This is an optimization exercise on Yosys and OpenROAD, whose aim is a short achievable clock period and few clock cycles, not a production implementation. Function was checked by simulation only, so behaviour that the tests miss may differ from the original. Power and IR drop assume default switching activity.

===== design/flow/design.v =====
package cpu18_pkg;
	localparam int ADDR_W = 16;
	localparam int DATA_W = 8;
	localparam int NUM_REGS = 16;
	localparam int RAM_SIZE = 256;
	localparam logic [ADDR_W-1:0] RAM_BASE = 16'h8000;
	localparam logic [ADDR_W-1:0] OUT_PORT_ADDR = 16'hFFF0;
	typedef enum logic [3:0] {
		IDL_LDN = 4'h0,  
		INC = 4'h1,
		DEC = 4'h2,
		BRANCH = 4'h3,   
		LDA = 4'h4,
		STR = 4'h5,
		GROUP7 = 4'h7,   
		GLO = 4'h8,
		GHI = 4'h9,
		PLO = 4'hA,
		PHI = 4'hB,
		SEP = 4'hD,
		SEX = 4'hE,
		GROUP_F = 4'hF
	} opcode_t;
	typedef enum logic [2:0] {
		LDX = 3'd0,      
		OR = 3'd1,
		AND = 3'd2,
		XOR = 3'd3,
		ADD = 3'd4,
		SD = 3'd5,
		SHIFT = 3'd6,    
		SM = 3'd7
	} alu_op_t;
	typedef enum logic [2:0] {
		FETCH,
		DECODE,
		MEM_WAIT,
		FINISH,
		IDLE
	} seq_state_t;
	typedef struct packed {
		logic [ADDR_W-1:0] addr;
		logic [DATA_W-1:0] wdata;
		logic write;
	} bus_req_t;
	typedef struct packed {
		logic [ADDR_W-2:0] addr;
	} rom_req_t;
endpackage
`timescale 1ns/1ps
module cpu18_top (
	input logic clk,
	input logic rst_n,
	output cpu18_pkg::rom_req_t rom_req,
	output logic rom_req_valid,
	input logic rom_req_ready,
	input logic [cpu18_pkg::DATA_W-1:0] rom_data,
	input logic rom_data_valid,
	output logic rom_data_ready,
	output logic [cpu18_pkg::DATA_W-1:0] out_data,
	output logic out_valid,
	input logic out_ready,
	output logic q,
	output logic idle
);
	localparam int QN = 8;    
	logic [15:0] regs [16];
	logic [15:0] pc;          
	logic [3:0] p;
	logic [3:0] x;
	logic [7:0] d;
	logic df;
	logic qf;
	logic [7:0] ram [256];
	logic [7:0] qb [QN];
	logic [2:0] qhead;
	logic [2:0] qtail;
	logic [3:0] qcnt;
	logic [15:0] fpc;         
	logic [2:0] ocnt;         
	logic [2:0] skip;         
	logic halted;
	logic dreq_v;             
	logic [14:0] dreq_a;
	logic dwait;              
	logic [2:0] dcnt;         
	typedef enum logic [1:0] {PH_EXEC, PH_MEM, PH_ROMWAIT, PH_ROMDONE} ph_t;
	ph_t ph;
	logic [15:0] maddr;       
	logic [7:0] mrd;          
	logic ov0, ov1;
	logic [8:0] od0, od1;
	logic [7:0] h0, h1;
	logic [3:0] hi, n;
	logic is2;
	logic have;
	logic [15:0] pc1, pc2;
	assign h0 = qb[qhead];
	assign h1 = qb[qhead + 3'd1];
	assign hi = h0[7:4];
	assign n = h0[3:0];
	assign is2 = (hi == 4'h3) || (hi == 4'hF && h0[3] && h0[2:0] != 3'd6);
	assign have = (qcnt != 4'd0) && (!is2 || qcnt >= 4'd2);
	assign pc1 = pc + 16'd1;
	assign pc2 = pc + 16'd2;
	logic is_memrd, is_str, is_fmem;
	assign is_fmem = (hi == 4'hF) && !h0[3] && (h0[2:0] != 3'd6);
	assign is_memrd = (hi == 4'h0 && n != 4'h0) || (hi == 4'h4) || is_fmem;
	assign is_str = (hi == 4'h5);
	logic [3:0] msel;
	logic [15:0] rn_val, rm_val;
	assign msel = (hi == 4'hF) ? x : n;
	assign rn_val = (n == p) ? pc1 : regs[n];
	assign rm_val = (msel == p) ? pc1 : regs[msel];
	logic m_rom, m_ram, m_out;
	assign m_rom = !maddr[15];
	assign m_ram = (maddr[15:8] == 8'h80);
	assign m_out = (maddr == 16'hFFF0);
	logic [7:0] opnd;
	logic [7:0] alu_d;
	logic alu_df;
	logic [8:0] sum, dbd, ddb;
	always_comb begin
		if (ph == PH_ROMDONE) opnd = mrd;
		else if (ph == PH_MEM) opnd = m_ram ? ram[maddr[7:0]] : 8'h00;
		else opnd = h1;
	end
	assign sum = {1'b0, d} + {1'b0, opnd};
	assign dbd = {1'b0, opnd} - {1'b0, d};
	assign ddb = {1'b0, d} - {1'b0, opnd};
	always_comb begin
		alu_d = d;
		alu_df = df;
		case (h0[2:0])
			3'd0: alu_d = opnd;
			3'd1: alu_d = d | opnd;
			3'd2: alu_d = d & opnd;
			3'd3: alu_d = d ^ opnd;
			3'd4: begin alu_d = sum[7:0]; alu_df = sum[8]; end
			3'd5: begin alu_d = dbd[7:0]; alu_df = ~dbd[8]; end
			3'd6: begin
				if (h0[3]) begin alu_d = {d[6:0], 1'b0}; alu_df = d[7]; end
				else begin alu_d = {1'b0, d[7:1]}; alu_df = d[0]; end
			end
			default: begin alu_d = ddb[7:0]; alu_df = ~ddb[8]; end
		endcase
	end
	logic cond_raw, taken;
	always_comb begin
		case (n[2:0])
			3'd0: cond_raw = 1'b1;
			3'd1: cond_raw = qf;
			3'd2: cond_raw = (d == 8'h00);
			3'd3: cond_raw = df;
			default: cond_raw = 1'b0;
		endcase
	end
	assign taken = cond_raw ^ n[3];
	logic consume;            
	logic [1:0] clen;         
	logic redirect;           
	logic [15:0] npc;         
	logic wen;
	logic [3:0] wsel;
	logic [15:0] wdata;
	logic d_we;
	logic [7:0] d_nx;
	logic df_we;
	logic df_nx;
	logic ram_we;
	logic push;
	logic exec_idl;
	logic go_mem;
	logic go_romwait;
	logic p_we;
	logic x_we;
	logic q_we;
	logic ld_done;
	logic [7:0] ld_val;
	always_comb begin
		consume = 1'b0;
		clen = 2'd1;
		redirect = 1'b0;
		npc = pc1;
		wen = 1'b0;
		wsel = n;
		wdata = rn_val + 16'd1;
		d_we = 1'b0;
		d_nx = alu_d;
		df_we = 1'b0;
		df_nx = alu_df;
		ram_we = 1'b0;
		push = 1'b0;
		exec_idl = 1'b0;
		go_mem = 1'b0;
		go_romwait = 1'b0;
		p_we = 1'b0;
		x_we = 1'b0;
		q_we = 1'b0;
		ld_done = 1'b0;
		ld_val = opnd;
		case (ph)
			PH_EXEC: if (have && !halted) begin
				if (is_memrd || is_str) begin
					go_mem = 1'b1;
				end else begin
					consume = 1'b1;
					case (hi)
						4'h0: begin    
							consume = 1'b0;
							exec_idl = 1'b1;
						end
						4'h1: begin
							wen = 1'b1;
							wdata = rn_val + 16'd1;
						end
						4'h2: begin
							wen = 1'b1;
							wdata = rn_val - 16'd1;
						end
						4'h3: begin
							clen = 2'd2;
							npc = pc2;
							if (taken && h1 != pc2[7:0]) begin
								redirect = 1'b1;
								npc = {pc2[15:8], h1};
							end
						end
						4'h7: q_we = (n == 4'hA) || (n == 4'hB);
						4'h8: begin d_we = 1'b1; d_nx = rn_val[7:0]; end
						4'h9: begin d_we = 1'b1; d_nx = rn_val[15:8]; end
						4'hA: begin
							wen = 1'b1;
							wdata = {rn_val[15:8], d};
						end
						4'hB: begin
							wen = 1'b1;
							wdata = {d, rn_val[7:0]};
						end
						4'hD: if (n != p) begin
							wen = 1'b1;
							wsel = p;
							wdata = pc1;
							p_we = 1'b1;
							redirect = 1'b1;
							npc = regs[n];
						end
						4'hE: x_we = 1'b1;
						4'hF: begin    
							d_we = 1'b1;
							df_we = 1'b1;
							if (h0[2:0] != 3'd6) begin
								clen = 2'd2;
								npc = pc2;
							end
						end
						default: ;
					endcase
					if (wen && hi != 4'hD && n == p) begin
						wen = 1'b0;
						redirect = 1'b1;
						npc = wdata;
					end
				end
			end
			PH_MEM: begin
				if (is_str) begin
					if (m_out) begin
						if (!ov1) begin
							push = 1'b1;
							consume = 1'b1;
						end
					end else begin
						consume = 1'b1;
						if (m_ram) begin
							ram_we = 1'b1;
							if (pc[15] || fpc[15]) redirect = 1'b1;
						end
					end
				end else if (m_rom) begin
					go_romwait = 1'b1;
				end else begin
					ld_done = 1'b1;
				end
			end
			PH_ROMDONE: ld_done = 1'b1;
			default: ;
		endcase
		if (ld_done) begin
			consume = 1'b1;
			d_we = 1'b1;
			d_nx = is_fmem ? alu_d : ld_val;
			df_we = is_fmem;
			if (hi == 4'h4) begin    
				wen = 1'b1;
				wdata = maddr + 16'd1;
				if (n == p) begin
					wen = 1'b0;
					redirect = 1'b1;
					npc = wdata;
				end
			end
		end
	end
	logic ans;
	logic ans_data;           
	logic ans_drop;
	logic ans_enq;
	logic f_rom;              
	logic accept;
	logic int_fetch;          
	logic [7:0] int_byte;
	logic enq;
	logic [7:0] enq_byte;
	logic [2:0] ocnt_nx;
	assign rom_data_ready = 1'b1;
	assign ans = rom_data_valid;
	assign ans_data = ans && dwait && (dcnt == 3'd0);
	assign ans_drop = ans && !ans_data && (skip != 3'd0);
	assign ans_enq = ans && !ans_data && (skip == 3'd0);
	assign f_rom = !halted && !fpc[15] && ({1'b0, qcnt} + {2'b00, ocnt} < 5'(QN)) && (ocnt < 3'd4);
	assign rom_req_valid = dreq_v || f_rom;
	assign rom_req.addr = dreq_v ? dreq_a : fpc[14:0];
	assign accept = rom_req_valid && rom_req_ready;
	assign int_fetch = !halted && fpc[15] && (ocnt == 3'd0) && (qcnt < 4'(QN));
	assign int_byte = (fpc[15:8] == 8'h80) ? ram[fpc[7:0]] : 8'h00;
	assign enq = int_fetch || ans_enq;
	assign enq_byte = int_fetch ? int_byte : rom_data;
	assign ocnt_nx = ocnt + {2'b00, accept} - {2'b00, ans};
	logic pop;
	assign pop = ov0 && out_ready;
	assign out_valid = ov0;
	assign out_data = od0[7:0];
	assign q = ov0 ? od0[8] : qf;
	always_ff @(posedge clk) begin
		if (!rst_n) begin
			ov0 <= 1'b0;
			ov1 <= 1'b0;
		end else begin
			if (pop) begin
				ov0 <= ov1 || push;
				ov1 <= ov1 && push;
				if (ov1) od0 <= od1;
				else if (push) od0 <= {qf, d};
				if (ov1 && push) od1 <= {qf, d};
			end else if (push) begin
				if (!ov0) begin
					ov0 <= 1'b1;
					od0 <= {qf, d};
				end else begin
					ov1 <= 1'b1;
					od1 <= {qf, d};
				end
			end
		end
	end
	always_ff @(posedge clk) begin
		if (!rst_n) begin
			pc <= '0;
			p <= '0;
			x <= '0;
			d <= '0;
			df <= 1'b0;
			qf <= 1'b0;
			ph <= PH_EXEC;
			halted <= 1'b0;
			idle <= 1'b0;
			fpc <= '0;
			qhead <= '0;
			qtail <= '0;
			qcnt <= '0;
			ocnt <= '0;
			skip <= '0;
			dreq_v <= 1'b0;
			dwait <= 1'b0;
			dcnt <= '0;
		end else begin
			if (d_we) d <= d_nx;
			if (df_we) df <= df_nx;
			if (q_we) qf <= n[0];
			if (p_we) p <= n;
			if (x_we) x <= n;
			if (exec_idl) halted <= 1'b1;
			if ((halted || exec_idl) && !ov1 && (!ov0 || out_ready)) idle <= 1'b1;
			case (ph)
				PH_EXEC: if (go_mem) ph <= PH_MEM;
				PH_MEM: if (go_romwait) ph <= PH_ROMWAIT; else if (consume) ph <= PH_EXEC;
				PH_ROMWAIT: if (ans_data) ph <= PH_ROMDONE;
				default: ph <= PH_EXEC;
			endcase
			if (consume) pc <= npc;
			if (go_romwait) begin
				dreq_v <= 1'b1;
				dreq_a <= maddr[14:0];
			end
			if (dreq_v && rom_req_ready) begin
				dreq_v <= 1'b0;
				dwait <= 1'b1;
				dcnt <= ocnt - {2'b00, ans};
			end else if (ans_data) begin
				dwait <= 1'b0;
			end else if (dwait && ans) begin
				dcnt <= dcnt - 3'd1;
			end
			ocnt <= ocnt_nx;
			if (redirect) begin
				fpc <= npc;
				qhead <= '0;
				qtail <= '0;
				qcnt <= '0;
				skip <= ocnt_nx;
			end else begin
				if (accept && !dreq_v) fpc <= fpc + 16'd1;
				if (int_fetch) fpc <= fpc + 16'd1;
				if (enq) begin
					qb[qtail] <= enq_byte;
					qtail <= qtail + 3'd1;
				end
				if (consume) qhead <= qhead + {1'b0, clen};
				qcnt <= qcnt + {3'b000, enq} - (consume ? {2'b00, clen} : 4'd0);
				if (ans_drop) skip <= skip - 3'd1;
			end
		end
	end
	always_ff @(posedge clk) begin
		if (go_mem) maddr <= rm_val;
		if (ans_data) mrd <= rom_data;
		if (ram_we) ram[maddr[7:0]] <= d;
		if (wen) regs[wsel] <= wdata;
	end
endmodule

===== design/flow/run.sh =====
#!/bin/bash
# synth_recipe.tcl (not shown) runs the flow's synth.tcl, then flattens the netlist and writes it again
# the make line also repeats each setting of config.mk as NAME=value (left out here)
make -C /OpenROAD-flow-scripts/flow DESIGN_CONFIG=/design/flow/config.mk WORK_HOME=/design/flow/orfs CLKGATE_MAP_FILE= SYNTH_SCRIPT=/design/flow/synth_recipe.tcl finish

===== design/flow/config.mk =====
export PLATFORM = sky130hd
export DESIGN_NAME = cpu18_top
export DESIGN_NICKNAME = cpu18_top
export VERILOG_FILES = /design/flow/design.v
export SDC_FILE = /design/flow/constraint.sdc
export NUM_CORES = 4
export LEC_CHECK = 0
export CAP_MARGIN = 40
export CORE_MARGIN = 2
export CORE_UTILIZATION = 35
export SLEW_MARGIN = 30

===== design/flow/constraint.sdc =====
create_clock -name core_clock -period 10.0 [get_ports {clk}]
set_input_delay 2.0000 -clock core_clock [delete_from_list [all_inputs] [get_ports {clk}]]
set_output_delay 2.0000 -clock core_clock [all_outputs]
set_load 0.01 [all_outputs]

==> notes.md, run 1 <==
status - complete, no violations
largest net degree at the start of global routing - 215
CTS H-Tree Depth - 5
crit path to - d[7]
#FFs+latches synth - 2,521
CTS Buf Count - 285
Comb power frac - 47.0%
Pwr per Cell Area - 334 nW/um^2
core area - 352,000 um^2
HP Class - flop to flop
Total GRT Usage - 21.6%
nets@finish - 7,222
Fillers - 31,200
Pre-Repair DR Iteration Count - 8
Fin Setup TNS - 0 ps
Routed Antenna Nets - 0
Avg Inst Size Synth - 17.6 um^2
cell with the most instances after synthesis - edfxtp_1
crit-path max FO - 24
placed insts - 11,600
final WL - 392 mm
first-pass GRT wire length - 557 mm
adder-cell share of the synthesized area - 0.714%
Sw Pwr - 18.7 mW
Worst Tran Pin Value - 1030 ps
Worst EP arrival - 7820 ps
CP endpoint kind - flop
R2R Setup Slk - 2950 ps
Slew Limit Fails - 0
grt ovf - 0
Max clock buf depth - 4
Post-CTS Setup Repair Bufs - 0
crit start category - flop
Synth Area in Compound Gates - 4.03%
antenna violations before repair - 35
Synth top cells by count - edfxtp_1, mux4_2, nand2_1, nor2_1, clkbuf_1
Unique masters post-synth - 111
area delta synth->final - 14.0%
IO Count - 41
Hold-fix buffers, CTS - 0
Vias - 74,100
EDFF count, synth - 2,425
Die Wd - 598 um
Async S/R FF share, synth - 0%
Initial Utilization - 35.1%
Worst VDD drop - 0.299 mV
post-synthesis xor/xnor area fraction - 0.857%
sw frac - 39.8%
cell count after synthesis - 7,012
Routed wire per std cell - 32.4 um
Max Clock Freq - 142 MHz
RSZ-0062 raised after global routing - false
relative slew slack - 31.5%
Clock Tree Root - clkbuf_16
vias in the first global route - 73,900
DR vias/cell - 6.12
post-synthesis mux area share - 26.7%
Max-Cap Viols - 0
clock tree from TritonCTS - yes
Synth top area share - 58.9%
Main synth FF type - edfxtp_1
Final Hold Fails - 0
clk sinks - 2,521
WS Path Type - flop to flop
initial drt markers - 10,700
CP required - 10,770 ps
post-DP HPWL - 252 mm
full die area - 358,000 um^2
RD Place Congestion - 0.950
share of cells above drive strength 1 - 33.9%
top cells by area, synth - edfxtp_1, mux4_2, nand2_1
sequential share of the synthesized area - 60.5%
skew final - 89.2 ps
Flop pwr share - 31.0%
Final Non-Filler Cells - 12,100
part of the cycle the worst path needs - 70.5%
post-synth top area cell - edfxtp_1
largest family of logic cells by synthesized area - multiplexers
# setup viols final - 0
r2r worst-path depth - 23
row cnt - 218
P_leak - 43.5 nW
Synth warnings - 1
clk latency of the worst-skew pair - 930 ps
port bufs - 39
Die H - 598 um
Post-route DRC - 0
register clock-pin slew on the reported worst setup and hold paths - 70 ps
clock network fraction of total power - 22.0%
post-CTS sizing - 0
Synth Net Count - 7,092
Post-Synth Simple-Gate Area - 5.17%
Cell Area, Synth - 124,000 um^2
minimum clock period - 7050 ps
Int Power - 28.4 mW
R2R Path End - d[7]
layout by cell type (no fill, tap or decap), drive strengths merged, types with 51 or more instances in the layout:
| master | synthesis | routed |
|---|---|---|
| clkinv | 1 | 113 |
| mux2 | 65 | 65 |
| edfxtp | 2425 | 2425 |
| dfxtp | 96 | 96 |
| a21oi | 150 | 150 |
| clkbuf | 328 | 355 |
| nand2 | 526 | 526 |
| nand3 | 146 | 146 |
| a211oi | 51 | 51 |
| xnor2 | 77 | 77 |
| mux4 | 1381 | 1381 |
| and3 | 63 | 63 |
| ha | 61 | 61 |
| nor2 | 473 | 473 |
| o21ai | 117 | 117 |
| a311oi | 68 | 68 |
| inv | 60 | 76 |
| buf | 226 | 358 |
| mux2i | 111 | 111 |
| o22ai | 67 | 67 |
how the worst min path moves through the flow:
stage               startpoint  depth (start not counted)   endpoint
CTS                      dwait                          2      dwait
detailed placement        idle                          2       idle
global route             dwait                          2      dwait
floorplan             maddr[6]                          0  dreq_a[6]
global placement          idle                          2       idle
finish                    idle                          2       idle
per-stage QoR:
step | hold slack [ps] | total power [mW] | util (%) | cell area (um^2) | setup slack [ps]
after floorplan | 424 | 28.4 | - | 124000 | 3270
after global placement | 455 | 36.0 | 36.9 | 130000 | 2620
after global routing | 485 | 48.6 | 40.0 | 141000 | 2470
after CTS | 473 | 46.8 | 39.9 | 140000 | 2970
final | 470 | 47.1 | 40.0 | 141000 | 2950
after detailed placement | 461 | 36.5 | 37.3 | 131000 | 2940
logic make-up after synthesis:
logic type	after synthesis
compound gates	714
flops	2521
buf+inv	615
other cells	1
simple gates	1416
xor+xnor	121
mux	1557
fa+ha+maj	67
registers in the layout, summed over array words and instances (netlist names), 8 cells and up, named ones only:
| name | count |
|---|---|
| d | 8 |
| ram | 2048 |
| od0 | 9 |
| pc | 16 |
| maddr | 16 |
| od1 | 9 |
| regs | 256 |
| fpc | 16 |
| qb | 64 |
| mrd | 8 |
| dreq_a | 15 |
cell type report:
| cell class | count | area, um^2 | area share [%] |
|---|---|---|---|
| clock buffer | 354 | 7550 | 5.35 |
| antenna | 9 | 22.5 | 0.0160 |
| inverter | 61 | 229 | 0.162 |
| timing repair buffer | 397 | 3980 | 2.82 |
| multi-input combinational | 3876 | 46900 | 33.3 |
| clock inverter | 157 | 1570 | 1.11 |
| sequential | 2521 | 74800 | 53.1 |
| tap | 4730 | 5920 | 4.20 |
per-layer routing:
layer  up-vias  share of wire (%)  GRT usage [%]
li1      29600                  -              -
met1     39500                 39           29.1
met2      4223                 47           34.2
met3       780                9.1           4.22
met4        14                4.8           9.09
met5         -              0.025              0
critical path, stage by stage, from the launching register on:
cell and delay (ps):
dfxtp_4 550, buf_16 270, buf_4 440, buf_4 440, mux4_2 550, mux4_2 520
mux4_2 660, mux4_2 600, a21oi_1 340, inv_1 110, ha_1 460, a21oi_1 220
nor2_1 50, nor2_1 90, o21ai_0 100, a21oi_1 200, xor2_1 90, o21ai_0 160
a21oi_1 70, o221a_2 310, a221oi_1 370, o21ai_0 160, nand2_1 80, o31ai_1 60
power groups by stage:
| stage | combinational [mW] | sequential [mW] | clock (mW) |
|---|---|---|---|
| floorplan | 13.4 | 15.0 | 0 |
| global placement | 21.0 | 14.9 | 0 |
| detailed placement | 21.6 | 14.9 | 0 |
| CTS | 21.7 | 14.7 | 10.5 |
| global route | 23.1 | 14.7 | 10.9 |
| finish | 22.1 | 14.6 | 10.4 |
Testbench counts, summed over its fixed seeds: cycles 91,765.
==> run 2, diff against run 1 <==
--- a/design/flow/design.v
+++ b/design/flow/design.v
@@ -75,4 +75,2 @@
 	logic [7:0] qb [QN];
-	logic [2:0] qhead;
-	logic [2:0] qtail;
 	logic [3:0] qcnt;
@@ -86,3 +84,5 @@
 	logic [2:0] dcnt;         
-	typedef enum logic [1:0] {PH_EXEC, PH_MEM, PH_ROMWAIT, PH_ROMDONE} ph_t;
+	logic ibv;                
+	logic [7:0] ib;
+	typedef enum logic [2:0] {PH_EXEC, PH_MEM, PH_ROMWAIT, PH_DONE, PH_PFIX} ph_t;
 	ph_t ph;
@@ -90,2 +90,13 @@
 	logic [7:0] mrd;          
+	logic [7:0] sdata;        
+	logic ans;
+	logic ans_data;           
+	logic ans_drop;
+	logic ans_enq;
+	logic f_rom;              
+	logic accept;
+	logic int_fetch;          
+	logic enq;
+	logic [7:0] enq_byte;
+	logic [2:0] ocnt_nx;
 	logic ov0, ov1;
@@ -97,4 +108,4 @@
 	logic [15:0] pc1, pc2;
-	assign h0 = qb[qhead];
-	assign h1 = qb[qhead + 3'd1];
+	assign h0 = qb[0];
+	assign h1 = qb[1];
 	assign hi = h0[7:4];
@@ -109,2 +120,11 @@
 	assign is_str = (hi == 4'h5);
+	logic uses_rp;
+	always_comb begin
+		case (hi)
+			4'h0: uses_rp = (n != 4'h0) && (n == p);
+			4'h1, 4'h2, 4'h4, 4'h5, 4'h8, 4'h9, 4'hA, 4'hB: uses_rp = (n == p);
+			4'hF: uses_rp = is_fmem && (x == p);
+			default: uses_rp = 1'b0;
+		endcase
+	end
 	logic [3:0] msel;
@@ -112,4 +132,4 @@
 	assign msel = (hi == 4'hF) ? x : n;
-	assign rn_val = (n == p) ? pc1 : regs[n];
-	assign rm_val = (msel == p) ? pc1 : regs[msel];
+	assign rm_val = regs[msel];
+	assign rn_val = rm_val;
 	logic m_rom, m_ram, m_out;
@@ -122,7 +142,3 @@
 	logic [8:0] sum, dbd, ddb;
-	always_comb begin
-		if (ph == PH_ROMDONE) opnd = mrd;
-		else if (ph == PH_MEM) opnd = m_ram ? ram[maddr[7:0]] : 8'h00;
-		else opnd = h1;
-	end
+	assign opnd = (ph == PH_DONE) ? mrd : h1;
 	assign sum = {1'b0, d} + {1'b0, opnd};
@@ -161,2 +177,3 @@
 	logic redirect;           
+	logic fast;               
 	logic [15:0] npc;         
@@ -168,3 +185,2 @@
 	logic df_we;
-	logic df_nx;
 	logic ram_we;
@@ -173,3 +189,2 @@
 	logic go_mem;
-	logic go_romwait;
 	logic p_we;
@@ -178,3 +193,3 @@
 	logic ld_done;
-	logic [7:0] ld_val;
+	logic [2:0] ph_nx;
 	always_comb begin
@@ -183,2 +198,3 @@
 		redirect = 1'b0;
+		fast = 1'b0;
 		npc = pc1;
@@ -190,3 +206,2 @@
 		df_we = 1'b0;
-		df_nx = alu_df;
 		ram_we = 1'b0;
@@ -195,3 +210,2 @@
 		go_mem = 1'b0;
-		go_romwait = 1'b0;
 		p_we = 1'b0;
@@ -200,9 +214,16 @@
 		ld_done = 1'b0;
-		ld_val = opnd;
+		ph_nx = ph;
 		case (ph)
-			PH_EXEC: if (have && !halted) begin
-				if (is_memrd || is_str) begin
+			PH_EXEC, PH_PFIX: if (have && !halted) begin
+				if (uses_rp && ph == PH_EXEC) begin
+					wen = 1'b1;
+					wsel = p;
+					wdata = pc1;
+					ph_nx = PH_PFIX;
+				end else if (is_memrd || is_str) begin
 					go_mem = 1'b1;
+					ph_nx = PH_MEM;
 				end else begin
 					consume = 1'b1;
+					ph_nx = PH_EXEC;
 					case (hi)
@@ -225,2 +246,3 @@
 								redirect = 1'b1;
+								fast = 1'b1;
 								npc = {pc2[15:8], h1};
@@ -245,3 +267,3 @@
 							redirect = 1'b1;
-							npc = regs[n];
+							npc = rn_val;
 						end
@@ -258,4 +280,3 @@
 					endcase
-					if (wen && hi != 4'hD && n == p) begin
-						wen = 1'b0;
+					if (ph == PH_PFIX && hi != 4'hD && hi != 4'h3 && hi != 4'hF && wen) begin
 						redirect = 1'b1;
@@ -266,3 +287,5 @@
 			PH_MEM: begin
+				ph_nx = PH_DONE;
 				if (is_str) begin
+					ph_nx = PH_EXEC;
 					if (m_out) begin
@@ -271,2 +294,4 @@
 							consume = 1'b1;
+						end else begin
+							ph_nx = PH_MEM;
 						end
@@ -280,9 +305,11 @@
 				end else if (m_rom) begin
-					go_romwait = 1'b1;
-				end else begin
-					ld_done = 1'b1;
+					ph_nx = PH_ROMWAIT;
 				end
 			end
-			PH_ROMDONE: ld_done = 1'b1;
-			default: ;
+			PH_ROMWAIT: if (ans_data) ph_nx = PH_DONE;
+			PH_DONE: begin
+				ph_nx = PH_EXEC;
+				ld_done = 1'b1;
+			end
+			default: ph_nx = PH_EXEC;
 		endcase
@@ -291,3 +318,3 @@
 			d_we = 1'b1;
-			d_nx = is_fmem ? alu_d : ld_val;
+			d_nx = is_fmem ? alu_d : mrd;
 			df_we = is_fmem;
@@ -297,3 +324,2 @@
 				if (n == p) begin
-					wen = 1'b0;
 					redirect = 1'b1;
@@ -304,13 +330,2 @@
 	end
-	logic ans;
-	logic ans_data;           
-	logic ans_drop;
-	logic ans_enq;
-	logic f_rom;              
-	logic accept;
-	logic int_fetch;          
-	logic [7:0] int_byte;
-	logic enq;
-	logic [7:0] enq_byte;
-	logic [2:0] ocnt_nx;
 	assign rom_data_ready = 1'b1;
@@ -321,9 +336,10 @@
 	assign f_rom = !halted && !fpc[15] && ({1'b0, qcnt} + {2'b00, ocnt} < 5'(QN)) && (ocnt < 3'd4);
-	assign rom_req_valid = dreq_v || f_rom;
-	assign rom_req.addr = dreq_v ? dreq_a : fpc[14:0];
+	assign rom_req_valid = fast ? !pc2[15] : (dreq_v || f_rom);
+	assign rom_req.addr = fast ? {pc2[14:8], h1} : dreq_v ? dreq_a : fpc[14:0];
 	assign accept = rom_req_valid && rom_req_ready;
-	assign int_fetch = !halted && fpc[15] && (ocnt == 3'd0) && (qcnt < 4'(QN));
-	assign int_byte = (fpc[15:8] == 8'h80) ? ram[fpc[7:0]] : 8'h00;
-	assign enq = int_fetch || ans_enq;
-	assign enq_byte = int_fetch ? int_byte : rom_data;
+	assign int_fetch = !halted && fpc[15] && (ocnt == 3'd0) && (qcnt + {3'b000, ibv} < 4'(QN)) && (ph != PH_MEM);
+	logic [7:0] ram_rd;
+	assign ram_rd = ram[(ph == PH_MEM) ? maddr[7:0] : fpc[7:0]];
+	assign enq = ibv || ans_enq;
+	assign enq_byte = ibv ? ib : rom_data;
 	assign ocnt_nx = ocnt + {2'b00, accept} - {2'b00, ans};
@@ -356,2 +372,13 @@
 	end
+	logic [3:0] qcnt_sh;      
+	logic [7:0] qb_nx [QN];
+	assign qcnt_sh = qcnt - (consume ? {2'b00, clen} : 4'd0);
+	always_comb begin
+		for (int i = 0; i < QN; i++) begin
+			if (!consume) qb_nx[i] = qb[i];
+			else if (clen == 2'd1) qb_nx[i] = (i + 1 < QN) ? qb[(i + 1) % QN] : 8'h00;
+			else qb_nx[i] = (i + 2 < QN) ? qb[(i + 2) % QN] : 8'h00;
+			if (enq && qcnt_sh == 4'(i)) qb_nx[i] = enq_byte;
+		end
+	end
 	always_ff @(posedge clk) begin
@@ -368,4 +395,2 @@
 			fpc <= '0;
-			qhead <= '0;
-			qtail <= '0;
 			qcnt <= '0;
@@ -376,5 +401,6 @@
 			dcnt <= '0;
+			ibv <= 1'b0;
 		end else begin
 			if (d_we) d <= d_nx;
-			if (df_we) df <= df_nx;
+			if (df_we) df <= alu_df;
 			if (q_we) qf <= n[0];
@@ -384,10 +410,5 @@
 			if ((halted || exec_idl) && !ov1 && (!ov0 || out_ready)) idle <= 1'b1;
-			case (ph)
-				PH_EXEC: if (go_mem) ph <= PH_MEM;
-				PH_MEM: if (go_romwait) ph <= PH_ROMWAIT; else if (consume) ph <= PH_EXEC;
-				PH_ROMWAIT: if (ans_data) ph <= PH_ROMDONE;
-				default: ph <= PH_EXEC;
-			endcase
+			ph <= ph_t'(ph_nx);
 			if (consume) pc <= npc;
-			if (go_romwait) begin
+			if (ph == PH_MEM && ph_nx == PH_ROMWAIT) begin
 				dreq_v <= 1'b1;
@@ -406,7 +427,6 @@
 			if (redirect) begin
-				fpc <= npc;
-				qhead <= '0;
-				qtail <= '0;
+				fpc <= npc + {15'd0, fast && accept};
 				qcnt <= '0;
-				skip <= ocnt_nx;
+				skip <= ocnt_nx - {2'b00, fast && accept};
+				ibv <= 1'b0;
 			end else begin
@@ -414,8 +434,4 @@
 				if (int_fetch) fpc <= fpc + 16'd1;
-				if (enq) begin
-					qb[qtail] <= enq_byte;
-					qtail <= qtail + 3'd1;
-				end
-				if (consume) qhead <= qhead + {1'b0, clen};
-				qcnt <= qcnt + {3'b000, enq} - (consume ? {2'b00, clen} : 4'd0);
+				ibv <= int_fetch;
+				qcnt <= qcnt_sh + {3'b000, enq};
 				if (ans_drop) skip <= skip - 3'd1;
@@ -425,5 +441,11 @@
 	always_ff @(posedge clk) begin
-		if (go_mem) maddr <= rm_val;
+		for (int i = 0; i < QN; i++) qb[i] <= qb_nx[i];
+		if (go_mem) begin
+			maddr <= rm_val;
+			sdata <= d;
+		end
 		if (ans_data) mrd <= rom_data;
-		if (ram_we) ram[maddr[7:0]] <= d;
+		else if (ph == PH_MEM) mrd <= m_ram ? ram_rd : 8'h00;
+		if (int_fetch) ib <= (fpc[15:8] == 8'h80) ? ram_rd : 8'h00;
+		if (ram_we) ram[maddr[7:0]] <= sdata;
 		if (wen) regs[wsel] <= wdata;
--- a/design/flow/config.mk
+++ b/design/flow/config.mk
@@ -7,5 +7,7 @@
 export LEC_CHECK = 0
+export ABC_CLOCK_PERIOD_IN_PS = 4000
 export CAP_MARGIN = 40
 export CORE_MARGIN = 2
-export CORE_UTILIZATION = 35
+export CORE_UTILIZATION = 30
+export SETUP_SLACK_MARGIN = 5
 export SLEW_MARGIN = 30
==> notes.md, run 2 <==
top cells by area, synth - edfxtp_1, mux4_2, nand2_1
grt ovf - 0 (unchanged)
Async S/R FF share, synth - 0% (unchanged)
Main synth FF type - edfxtp_1
relative slew slack - 34.0% (+2.4 points)
antenna violations before repair - 9 (-74%)
cell area after placement - 114,000 um^2 (-13%)
vias in the first global route - 62,000 (-16%)
CTS H-Tree Depth - 4 (-1)
Unique masters post-synth - 119 (+7.2%)
r2r worst-path depth - 23 (unchanged)
nets@finish - 6,938 (-3.9%)
RSZ-0062 raised after global routing - true
Vias - 63,200 (-15%)
Worst VDD drop - 0.214 mV (-29%)
R2R Setup Slk - 4980 ps (+2030 ps)
Worst Path Buf+Inv - 5 (+1)
most frequent CP cell - buf_6
post-synth top area cell - edfxtp_1
Pwr per Cell Area - 327 nW/um^2 (-2.0%)
Die Wd - 602 um (+0.59%)
Total GRT Usage - 16.1% (-5.4 points)
Hold Path End - df
CP required - 8000 ps (-2770 ps)
Slew Limit Fails - 0 (unchanged)
sequential share of the synthesized area - 69.7% (+9.3 points)
Final Instance Area - 126,000 um^2 (-11%)
Max-Cap Viols - 0 (unchanged)
Pre-Repair DR Iteration Count - 6 (-2)
Initial Utilization - 30.1% (-5.0 points)
full die area - 362,000 um^2 (+1.2%)
clock tree from TritonCTS - yes
part of the cycle the worst path needs - 57.1% (-13 points)
minimum clock period - 5710 ps (-1340 ps)
most common cell after layout, fill and taps aside - edfxtp_1
#FFs+latches synth - 2,514 (-0.28%)
crit-path max FO - 7 (-71%)
Avg Inst Size Synth - 16.3 um^2 (-7.5%)
Synth top area share - 68.3% (+9.5 points)
area delta synth->final - 17.4%
crit-path cells - nor4bb_4, buf_6, a311oi_4, o211ai_1, buf_6, or4_4, nor4_4, buf_4, buf_12, a211oi_2, a21oi_2, buf_2
Crit-path slowest cell - edfxtp_1
largest net degree at the start of global routing - 219 (+1.9%)
cell count after synthesis - 6,576 (-6.2%)
# setup viols final - 0 (unchanged)
largest stage delay on the critical path - 470 ps (-190 ps)
CP endpoint kind - output port
Routed Antenna Nets - 0 (unchanged)
max FFs per register - 2,048 (unchanged)
port bufs - 39 (unchanged)
hold-critical path depth - 2 (unchanged)
DR vias/cell - 5.35 (-13%)
Fin Setup TNS - 0 ps (unchanged)
worst r2r src - qb[0][4]
final WL - 305 mm (-22%)
HP Class - flop to flop
Worst Tran Pin Value - 991 ps (-36.6 ps)
IO Count - 41 (unchanged)
Clock Tree Root - clkbuf_16
post-DP HPWL - 181 mm (-28%)
commonest cells after routing, fill and taps aside - edfxtp_1, nand2_1, mux4_2, nor2_1, buf_4
clk latency of the worst-skew pair - 960 ps (+30 ps)
Cell Area, Synth - 107,000 um^2 (-13%)
register clock-pin slew on the reported worst setup and hold paths - 60 ps (about the same)
Final Hold Fails - 0 (unchanged)
HP Start - df
crit-path leading delay family - simple AND/OR/NAND/NOR gates
Synth warnings - 3 (+2)
RD Place Congestion - 0.938 (-1.3%)
EDFF count, synth - 2,441 (+0.66%)
R2R Path End - fpc[12]
WS Path Type - flop to output port
Max clock buf depth - 4 (unchanged)
Synth top cells by count - edfxtp_1, nand2_1, mux4_2, nor2_1, clkbuf_1
Post-route DRC - 0 (unchanged)
skew final - 123 ps (+33.6 ps)
share of cells above drive strength 1 - 24.1% (-9.8 points)
Max Clock Freq - 175 MHz (+23%)
Worst EP arrival - 3710 ps (-4110 ps)
clk sinks - 2,514 (-0.28%)
Die H - 602 um (+0.59%)
core area - 356,000 um^2 (+1.1%)
crit start category - flop
initial drt markers - 7,653 (-28%)
row cnt - 219 (+0.46%)
status - complete, no violations
Hold-fix buffers, CTS - 0 (unchanged)
Synth Net Count - 6,653 (-6.2%)
Routed wire per std cell - 25.8 um (-20%)
first-pass GRT wire length - 438 mm (-21%)
CTS Buf Count - 247 (-13%)
cell with the most instances after synthesis - edfxtp_1
P_leak - 40.3 nW (-7.2%)
## run 2: final cells by class
class                           instances  area [um^2]
Inverter                               82          322
Timing Repair Buffer                  482         5320
Sequential cell                      2514        74800
Multi-Input combinational cell       3534        31700
Clock buffer                          296         6450
Tap cell                             4751         5940
Clock inverter                        151         1390
Fill cell                           33100       230000
Antenna cell                            2         5.00
## run 2: kinds of logic after synthesis
family / after synthesis / share of synthesized area [%]
AO/OA/AOI/OAI: 1034 / 6.65
XOR/XNOR: 117 / 1.01
multiplexers: 744 / 13.1
AND/OR/NAND/NOR: 1572 / 6.67
buffers and inverters: 530 / 2.09
adder cells (fa/ha/maj): 64 / 0.782
flip-flops: 2514 / 69.7
other: 1 / 0.00350
## run 2: power by group
| part | internal [mW] | switching (mW) | total [mW] |
|---|---|---|---|
| Sequential | 13.7 | 0.404 | 14.1 |
| Clock | 5.14 | 4.02 | 9.16 |
| Combinational | 6.49 | 11.5 | 18.0 |
## run 2: worst max path at each step
| stage | startpoint | to | slack (ps) | depth (start not counted) |
|---|---|---|---|---|
| 6_report | qb[0][4] | rom_req[14] | 4290 | 12 |
| 5_1_grt | qb[0][4] | rom_req[11] | 4220 | 12 |
| 4_1_cts | qb[0][0] | rom_req[14] | 4180 | 11 |
| 3_5_place_dp | qb[0][6] | fpc[14] | 3050 | 21 |
| 3_3_place_gp | qb[0][6] | regs[5][12] | 2940 | 17 |
| 2_1_floorplan | qb[0][4] | qb[4][0] | 4990 | 22 |
## run 2: worst reg2reg max path: stages (launching register included)
cell and delay (ps):
edfxtp_1 470, buf_4 190, nand4_1 120, buf_6 170, buf_4 160, buf_12 150
nor2_1 70, a222oi_1 620, a221oi_2 130, a22oi_4 280, buf_6 140, buf_4 100
ha_2 280, nor2_1 110, a21oi_1 50, a221o_1 290, a222oi_1 330, nand3_1 210
ha_2 240, nand2_2 100, nor3_4 60, and4b_2 270, a211o_1 300, o211ai_1 90
## run 2: metal layers
layer  up-vias  global-route usage, %  wire (um)
met2      3015                   25.7     143000
li1      26700                      -          -
met5         -                      0         23
met1     32800                   22.0     124000
met4         4                   6.53      13100
met3       615                   2.65      24700
## run 2: repair_timing
action                     in CTS  in global routing
gates resized for setup       329                115
buffers inserted               72                 44
gates cloned                   24                  7
setup endpoints to repair     717                316
pin swaps                      27                 41
## run 2: through the flow
step           hold slack [ps]  utilization (%)  power [mW]  instances  setup slack [ps]
4_1_cts                    460             34.8        40.5      11700              4180
5_1_grt                    500             35.4        42.6      11800              4220
2_1_floorplan              424                -        24.2       6576              4990
6_report                   462             35.4        41.2      11800              4290
3_3_place_gp               446             31.8        29.5      11100              2940
3_5_place_dp               451             32.0        29.9      11100              3050
Testbench counts of run 2, summed over its fixed seeds: cycles 93,585.
==> run 3, diff against run 2 <==
--- a/design/flow/design.v
+++ b/design/flow/design.v
@@ -90,3 +90,7 @@
 	logic [7:0] mrd;          
-	logic [7:0] sdata;        
+	logic sb_v;
+	logic [15:0] sb_a;
+	logic [7:0] sb_d;
+	logic sb_q;
+	logic sb_ram, sb_out, sb_hold;
 	logic ans;
@@ -95,3 +99,8 @@
 	logic ans_enq;
-	logic f_rom;              
+	logic rq_v;               
+	logic [14:0] rq_a;
+	logic rq_dat;             
+	logic slot_free;          
+	logic ld_data;
+	logic ld_inst;
 	logic accept;
@@ -177,3 +186,2 @@
 	logic redirect;           
-	logic fast;               
 	logic [15:0] npc;         
@@ -185,4 +193,3 @@
 	logic df_we;
-	logic ram_we;
-	logic push;
+	logic st_go;
 	logic exec_idl;
@@ -198,3 +205,2 @@
 		redirect = 1'b0;
-		fast = 1'b0;
 		npc = pc1;
@@ -206,4 +212,3 @@
 		df_we = 1'b0;
-		ram_we = 1'b0;
-		push = 1'b0;
+		st_go = 1'b0;
 		exec_idl = 1'b0;
@@ -222,3 +227,10 @@
 					ph_nx = PH_PFIX;
-				end else if (is_memrd || is_str) begin
+				end else if (is_str) begin
+					if (!sb_hold) begin
+						consume = 1'b1;
+						st_go = 1'b1;
+						ph_nx = PH_EXEC;
+						if (pc[15] || fpc[15]) redirect = 1'b1;
+					end
+				end else if (is_memrd) begin
 					go_mem = 1'b1;
@@ -246,3 +258,2 @@
 								redirect = 1'b1;
-								fast = 1'b1;
 								npc = {pc2[15:8], h1};
@@ -288,19 +299,3 @@
 				ph_nx = PH_DONE;
-				if (is_str) begin
-					ph_nx = PH_EXEC;
-					if (m_out) begin
-						if (!ov1) begin
-							push = 1'b1;
-							consume = 1'b1;
-						end else begin
-							ph_nx = PH_MEM;
-						end
-					end else begin
-						consume = 1'b1;
-						if (m_ram) begin
-							ram_we = 1'b1;
-							if (pc[15] || fpc[15]) redirect = 1'b1;
-						end
-					end
-				end else if (m_rom) begin
+				if (m_rom) begin
 					ph_nx = PH_ROMWAIT;
@@ -335,7 +330,12 @@
 	assign ans_enq = ans && !ans_data && (skip == 3'd0);
-	assign f_rom = !halted && !fpc[15] && ({1'b0, qcnt} + {2'b00, ocnt} < 5'(QN)) && (ocnt < 3'd4);
-	assign rom_req_valid = fast ? !pc2[15] : (dreq_v || f_rom);
-	assign rom_req.addr = fast ? {pc2[14:8], h1} : dreq_v ? dreq_a : fpc[14:0];
-	assign accept = rom_req_valid && rom_req_ready;
-	assign int_fetch = !halted && fpc[15] && (ocnt == 3'd0) && (qcnt + {3'b000, ibv} < 4'(QN)) && (ph != PH_MEM);
+	assign rom_req_valid = rq_v;
+	assign rom_req.addr = rq_a;
+	assign accept = rq_v && rom_req_ready;
+	assign slot_free = !rq_v || rom_req_ready;
+	logic rom_ld;             
+	assign rom_ld = (ph == PH_MEM) && m_rom;
+	assign ld_data = slot_free && (dreq_v || rom_ld);
+	assign ld_inst = slot_free && !dreq_v && !halted && !exec_idl && !fpc[15] &&
+		({1'b0, qcnt} + {2'b00, ocnt} < 5'(QN - 1));
+	assign int_fetch = !halted && fpc[15] && (ocnt == 3'd0) && !rq_v && (qcnt + {3'b000, ibv} < 4'(QN)) && (ph != PH_MEM) && !sb_v;
 	logic [7:0] ram_rd;
@@ -345,2 +345,21 @@
 	assign ocnt_nx = ocnt + {2'b00, accept} - {2'b00, ans};
+	logic push;
+	logic ram_we;
+	assign sb_ram = (sb_a[15:8] == 8'h80);
+	assign sb_out = (sb_a == 16'hFFF0);
+	assign sb_hold = sb_v && sb_out && ov1;    
+	assign push = sb_v && sb_out && !ov1;
+	assign ram_we = sb_v && sb_ram;
+	always_ff @(posedge clk) begin
+		if (!rst_n) begin
+			sb_v <= 1'b0;
+		end else begin
+			sb_v <= st_go || sb_hold;
+		end
+		if (st_go) begin
+			sb_a <= rm_val;
+			sb_d <= d;
+			sb_q <= qf;
+		end
+	end
 	logic pop;
@@ -359,4 +378,4 @@
 				if (ov1) od0 <= od1;
-				else if (push) od0 <= {qf, d};
-				if (ov1 && push) od1 <= {qf, d};
+				else if (push) od0 <= {sb_q, sb_d};
+				if (ov1 && push) od1 <= {sb_q, sb_d};
 			end else if (push) begin
@@ -364,6 +383,6 @@
 					ov0 <= 1'b1;
-					od0 <= {qf, d};
+					od0 <= {sb_q, sb_d};
 				end else begin
 					ov1 <= 1'b1;
-					od1 <= {qf, d};
+					od1 <= {sb_q, sb_d};
 				end
@@ -380,3 +399,5 @@
 			else qb_nx[i] = (i + 2 < QN) ? qb[(i + 2) % QN] : 8'h00;
-			if (enq && qcnt_sh == 4'(i)) qb_nx[i] = enq_byte;
+			if (enq && (!consume ? (qcnt == 4'(i)) :
+					(clen == 2'd1) ? (qcnt == 4'(i + 1)) : (qcnt == 4'(i + 2))))
+				qb_nx[i] = enq_byte;
 		end
@@ -394,3 +415,3 @@
 			idle <= 1'b0;
-			fpc <= '0;
+			fpc <= 16'd1;
 			qcnt <= '0;
@@ -399,2 +420,5 @@
 			dreq_v <= 1'b0;
+			rq_v <= 1'b1;    
+			rq_a <= '0;
+			rq_dat <= 1'b0;
 			dwait <= 1'b0;
@@ -409,11 +433,12 @@
 			if (exec_idl) halted <= 1'b1;
-			if ((halted || exec_idl) && !ov1 && (!ov0 || out_ready)) idle <= 1'b1;
+			if ((halted || exec_idl) && !sb_v && !ov1 && (!ov0 || out_ready)) idle <= 1'b1;
 			ph <= ph_t'(ph_nx);
 			if (consume) pc <= npc;
-			if (ph == PH_MEM && ph_nx == PH_ROMWAIT) begin
-				dreq_v <= 1'b1;
+			if (rom_ld) begin
+				dreq_v <= !slot_free;
 				dreq_a <= maddr[14:0];
-			end
-			if (dreq_v && rom_req_ready) begin
+			end else if (ld_data) begin
 				dreq_v <= 1'b0;
+			end
+			if (accept && rq_dat) begin
 				dwait <= 1'b1;
@@ -427,8 +452,22 @@
 			if (redirect) begin
-				fpc <= npc + {15'd0, fast && accept};
+				rq_v <= !npc[15];
+				rq_a <= npc[14:0];
+				rq_dat <= 1'b0;
+				fpc <= npc[15] ? npc : npc + 16'd1;
 				qcnt <= '0;
-				skip <= ocnt_nx - {2'b00, fast && accept};
+				skip <= ocnt_nx;
 				ibv <= 1'b0;
 			end else begin
-				if (accept && !dreq_v) fpc <= fpc + 16'd1;
+				if (ld_data) begin
+					rq_v <= 1'b1;
+					rq_a <= dreq_v ? dreq_a : maddr[14:0];
+					rq_dat <= 1'b1;
+				end else if (ld_inst) begin
+					rq_v <= 1'b1;
+					rq_a <= fpc[14:0];
+					rq_dat <= 1'b0;
+					fpc <= fpc + 16'd1;
+				end else if (slot_free || exec_idl) begin
+					rq_v <= 1'b0;
+				end
 				if (int_fetch) fpc <= fpc + 16'd1;
@@ -442,6 +481,3 @@
 		for (int i = 0; i < QN; i++) qb[i] <= qb_nx[i];
-		if (go_mem) begin
-			maddr <= rm_val;
-			sdata <= d;
-		end
+		if (go_mem) maddr <= rm_val;
 		if (ans_data) mrd <= rom_data;
@@ -449,3 +485,3 @@
 		if (int_fetch) ib <= (fpc[15:8] == 8'h80) ? ram_rd : 8'h00;
-		if (ram_we) ram[maddr[7:0]] <= sdata;
+		if (ram_we) ram[sb_a[7:0]] <= sb_d;
 		if (wen) regs[wsel] <= wdata;
==> design/flow/flow/run.sh (new file) <==
#!/bin/bash
# Standard ORFS layout, with timing repair aimed past the clock period:
# repair_timing works until every path has SETUP_SLACK_MARGIN of slack.
set -euo pipefail
bash standard.sh SETUP_SLACK_MARGIN=6 finish > standard.log 2>&1
==> design/flow/standard.sh (new file) <==
#!/bin/bash
# synth_recipe.tcl (not shown) runs the flow's synth.tcl, then flattens the netlist and writes it again
# the make line also repeats each setting of config.mk as NAME=value (left out here)
make -C /OpenROAD-flow-scripts/flow DESIGN_CONFIG=/design/flow/config.mk WORK_HOME=/design/flow/orfs CLKGATE_MAP_FILE= SYNTH_SCRIPT=/design/flow/synth_recipe.tcl "${@:-finish}"
--- a/design/flow/config.mk
+++ b/design/flow/config.mk
@@ -11,3 +11,2 @@
 export CORE_UTILIZATION = 30
-export SETUP_SLACK_MARGIN = 5
 export SLEW_MARGIN = 30
removed: design/flow/run.sh
==> notes.md, run 3 <==
initial drt markers - 9,520 (+24%)
part of the cycle the worst path needs - 47.9% (-9.2 points)
clock tree from TritonCTS - yes
EDFF count, synth - 2,458 (+0.70%)
status - complete, no violations
Routed wire per std cell - 27.7 um (+7.2%)
P_leak - 42.8 nW (+6.2%)
r2r worst-path depth - 24 (+4.3%)
post-route setup slack - 5210 ps (+921 ps)
post-synth top area cell - edfxtp_1
Synth Net Count - 6,879 (+3.4%)
share of cells above drive strength 1 - 30.7% (+6.6 points)
Synth top cells by count - edfxtp_1, nand2_1, nor2_1, mux4_2, clkbuf_1
largest stage delay on the critical path - 420 ps (-50 ps)
Crit-path slowest cell - edfxtp_1
clk sinks - 2,549 (+1.4%)
Fin Setup TNS - 0 ps (unchanged)
crit-path cells - buf_12, and4_4, buf_12, mux2_8, mux2i_4, a32oi_2, nand4_2, nand2_4, inv_2, ha_4, nor2_4, a21oi_2, o21ai_2, a211oi_2, nor3_1, o32a_1, buf_4, nand4_1, nand3b_1, buf_4, buf_6, nor2_4, and4_4, a211oi_4
#FFs+latches synth - 2,549 (+1.4%)
grt ovf - 0 (unchanged)
antenna violations before repair - 9 (unchanged)
Max Clock Freq - 209 MHz (+19%)
Max-Cap Viols - 0 (unchanged)
Vias - 68,600 (+8.6%)
Die Wd - 608 um (+1.0%)
IO Count - 41 (unchanged)
RD Place Congestion - 0.916 (-2.4%)
relative slew slack - 30.6% (-3.3 points)
cell with the most instances after synthesis - edfxtp_1
core area - 363,000 um^2 (+1.9%)
sequential share of the synthesized area - 69.1% (-0.65 points)
R2R Setup Slk - 5210 ps (+230 ps)
clk latency of the worst-skew pair - 930 ps (-30 ps)
CTS H-Tree Depth - 4 (unchanged)
Worst EP arrival - 5590 ps (+1880 ps)
Slew Limit Fails - 0 (unchanged)
Final Hold Fails - 0 (unchanged)
crit start category - flop
max FFs per register - 2,048 (unchanged)
Pwr per Cell Area - 333 nW/um^2 (+1.9%)
Async S/R FF share, synth - 0% (unchanged)
Worst VDD drop - 0.270 mV (+26%)
Sw Pwr - 17.4 mW (+9.7%)
Critical Path Source - qb[0][4]
register clock-pin slew on the reported worst setup and hold paths - 70 ps (about the same)
Avg Inst Size Synth - 16.1 um^2 (-1.3%)
clock network fraction of total power - 20.4% (-1.8 points)
Post-route DRC - 0 (unchanged)
Flop pwr share - 30.7% (-3.5 points)
Main synth FF type - edfxtp_1
CP required - 10,800 ps (+2800 ps)
cell count after synthesis - 6,802 (+3.4%)
Worst Tran Pin Value - 1040 ps (+50.0 ps)
most common cell after layout, fill and taps aside - edfxtp_1
CP endpoint kind - flop
Clock Tree Root - clkbuf_16
largest net degree at the start of global routing - 213 (-2.7%)
port bufs - 39 (unchanged)
Total GRT Usage - 17.7% (+1.5 points)
Max clock buf depth - 4 (unchanged)
Pre-Repair DR Iteration Count - 8 (+2)
DP Worst Slack - 3470 ps (+418 ps)
Unique masters post-synth - 126 (+5.9%)
WS Path Type - flop to flop
Synth warnings - 3 (unchanged)
HP Class - flop to flop
area delta synth->final - 23.1%
# setup viols final - 0 (unchanged)
Comb power frac - 48.9% (+5.3 points)
top cells by area, synth - edfxtp_1, mux4_2, mux2i_1
worst r2r src - qb[0][4]
nets@finish - 7,511 (+8.3%)
R2R Path End - fpc[11]
row cnt - 221 (+0.91%)
Synth top area share - 67.4% (-0.95 points)
crit path to - fpc[11]
first-pass GRT wire length - 484 mm (+10%)
RSZ-0062 raised after global routing - true
commonest cells after routing, fill and taps aside - edfxtp_1, nand2_1, mux4_2, nor2_1, buf_4
full die area - 370,000 um^2 (+2.1%)
crit-path max FO - 5 (-2)
CTS Buf Count - 242 (-2.0%)
post-DP HPWL - 189 mm (+4.8%)
final WL - 344 mm (+13%)
Die H - 608 um (+1.0%)
vias in the first global route - 65,700 (+6.1%)
Int Power - 27.5 mW (+8.7%)
skew final - 90.1 ps (-32.7 ps)
Initial Utilization - 30.2% (+0.057 points)
Cell Area, Synth - 110,000 um^2 (+2.1%)
Routed Antenna Nets - 0 (unchanged)
DR vias/cell - 5.52 (+3.3%)
minimum clock period - 4790 ps (-921 ps)
sw frac - 38.8% (+0.23 points)
run 3: cell type report:
type / count / area, um^2
tap: 4794 / 6000
sequential: 2549 / 75700
multi-input combinational: 3755 / 35700
timing repair buffer: 812 / 9350
clock buffer: 288 / 6370
antenna: 5 / 12.5
fill: 33300 / 228000
clock inverter: 147 / 1400
inverter: 74 / 322
run 3: per-stage QoR:
stage                     area (um^2)  instances  utilization (%)  hold WS [ps]  total power [mW]
final                          135000      12400             37.1           417              44.9
after global routing           135000      12400             37.1           422              46.3
after CTS                      131000      12200             36.2           430              42.9
after detailed placement       116000      11400             32.0           451              28.9
after global placement         116000      11400             31.9           448              28.7
after floorplan                110000       6802                -           420              23.5
run 3: critical path: cells and delay by family, from the launching register on:
| kind | cells | cell delay (ps) |
|---|---|---|
| and+or+nand+nor | 9 | 1270 |
| AOI/OAI and AO/OA | 6 | 1330 |
| buffers and inverters | 6 | 750 |
| muxes | 2 | 610 |
| adders and majority gates | 1 | 300 |
| DFF | 1 | 420 |
run 3: cells by family after synthesis:
family                     after synthesis  share of synthesized area, %
AOI/OAI and AO/OA                     1045                          6.61
adders and majority gates               64                         0.772
buffers and inverters                  508                          1.99
xor gates and xnor gates               111                         0.921
other                                    1                       0.00342
DFF                                   2549                          69.1
muxes                                  810                          13.4
and+or+nand+nor                       1714                          7.24
run 3: what timing repair did:
action                                  CTS  global route
resized for setup                       665           301
endpoints found under the setup margin  766           619
endpoints found under the hold margin     0             0
gates cloned                             61            16
pin swaps                               144           147
hold buffers                              0             0
setup buffers                           287           105
run 3: how the worst min path moves through the flow:
stage	startpoint	endpoint	slack, ps	cells after the start
after CTS	sb_q	od1[8]	430	0
final	sb_q	od1[8]	420	0
after detailed placement	sb_q	od1[8]	450	0
after floorplan	sb_q	od1[8]	420	0
after global routing	sb_q	od1[8]	420	0
after global placement	sb_q	od1[8]	450	0
run 3: layer usage:
layer / global-route usage, % / share of wire (%) / up-vias
met2: 28.2 / 47 / 3875
met5: 0 / 0 / -
li1: - / - / 28200
met1: 24.2 / 40 / 35800
met3: 3.05 / 9.3 / 742
met4: 6.49 / 4.2 / 0
run 3: power groups by stage:
stage / Sequential [mW] / Clock, mW / Combinational (mW)
finish: 13.8 / 9.18 / 22.0
global route: 13.8 / 9.67 / 22.8
CTS: 13.8 / 9.30 / 19.9
detailed placement: 14.0 / 0 / 14.8
global placement: 14.0 / 0 / 14.7
floorplan: 14.0 / 0 / 9.57
Testbench counts of run 3, summed over its fixed seeds: cycles 94,209.

re-timing with driven ports:
The results above use ideal ports. As a check the final layouts listed here were re-extracted and re-timed, cells and wires unchanged. Step 1 assumes that a clkbuf_16 drives the clock port and a buf_2 every other input. Step 2 moves the port delays by t, midway between the first and last clock arrival at a register: inputs arrive t later, outputs are due t later. That takes back most of the time a late clock gives input paths. Three values: no drivers, after step 1, after step 2; two values: the first two.
run	t, ns	setup WS [ns]	worst setup path at the end	clock arrival spread, ns	slew at the worst register clock pin (ns)
run 1	0.988	2.949 / 2.949 / 2.949	register to register	0.096 / 0.095	0.07 / 0.07
run 2	1.004	4.287 / 4.185 / 4.980	register to register	0.123 / 0.123	0.07 / 0.07
run 3	0.982	5.208 / 5.208 / 4.504	input to register	0.104 / 0.103	0.07 / 0.07
After both steps every run listed still meets setup and hold. The setup slack of run 3, which loses most, moves by 0.000 ns with the drivers and by -0.704 ns with both steps.
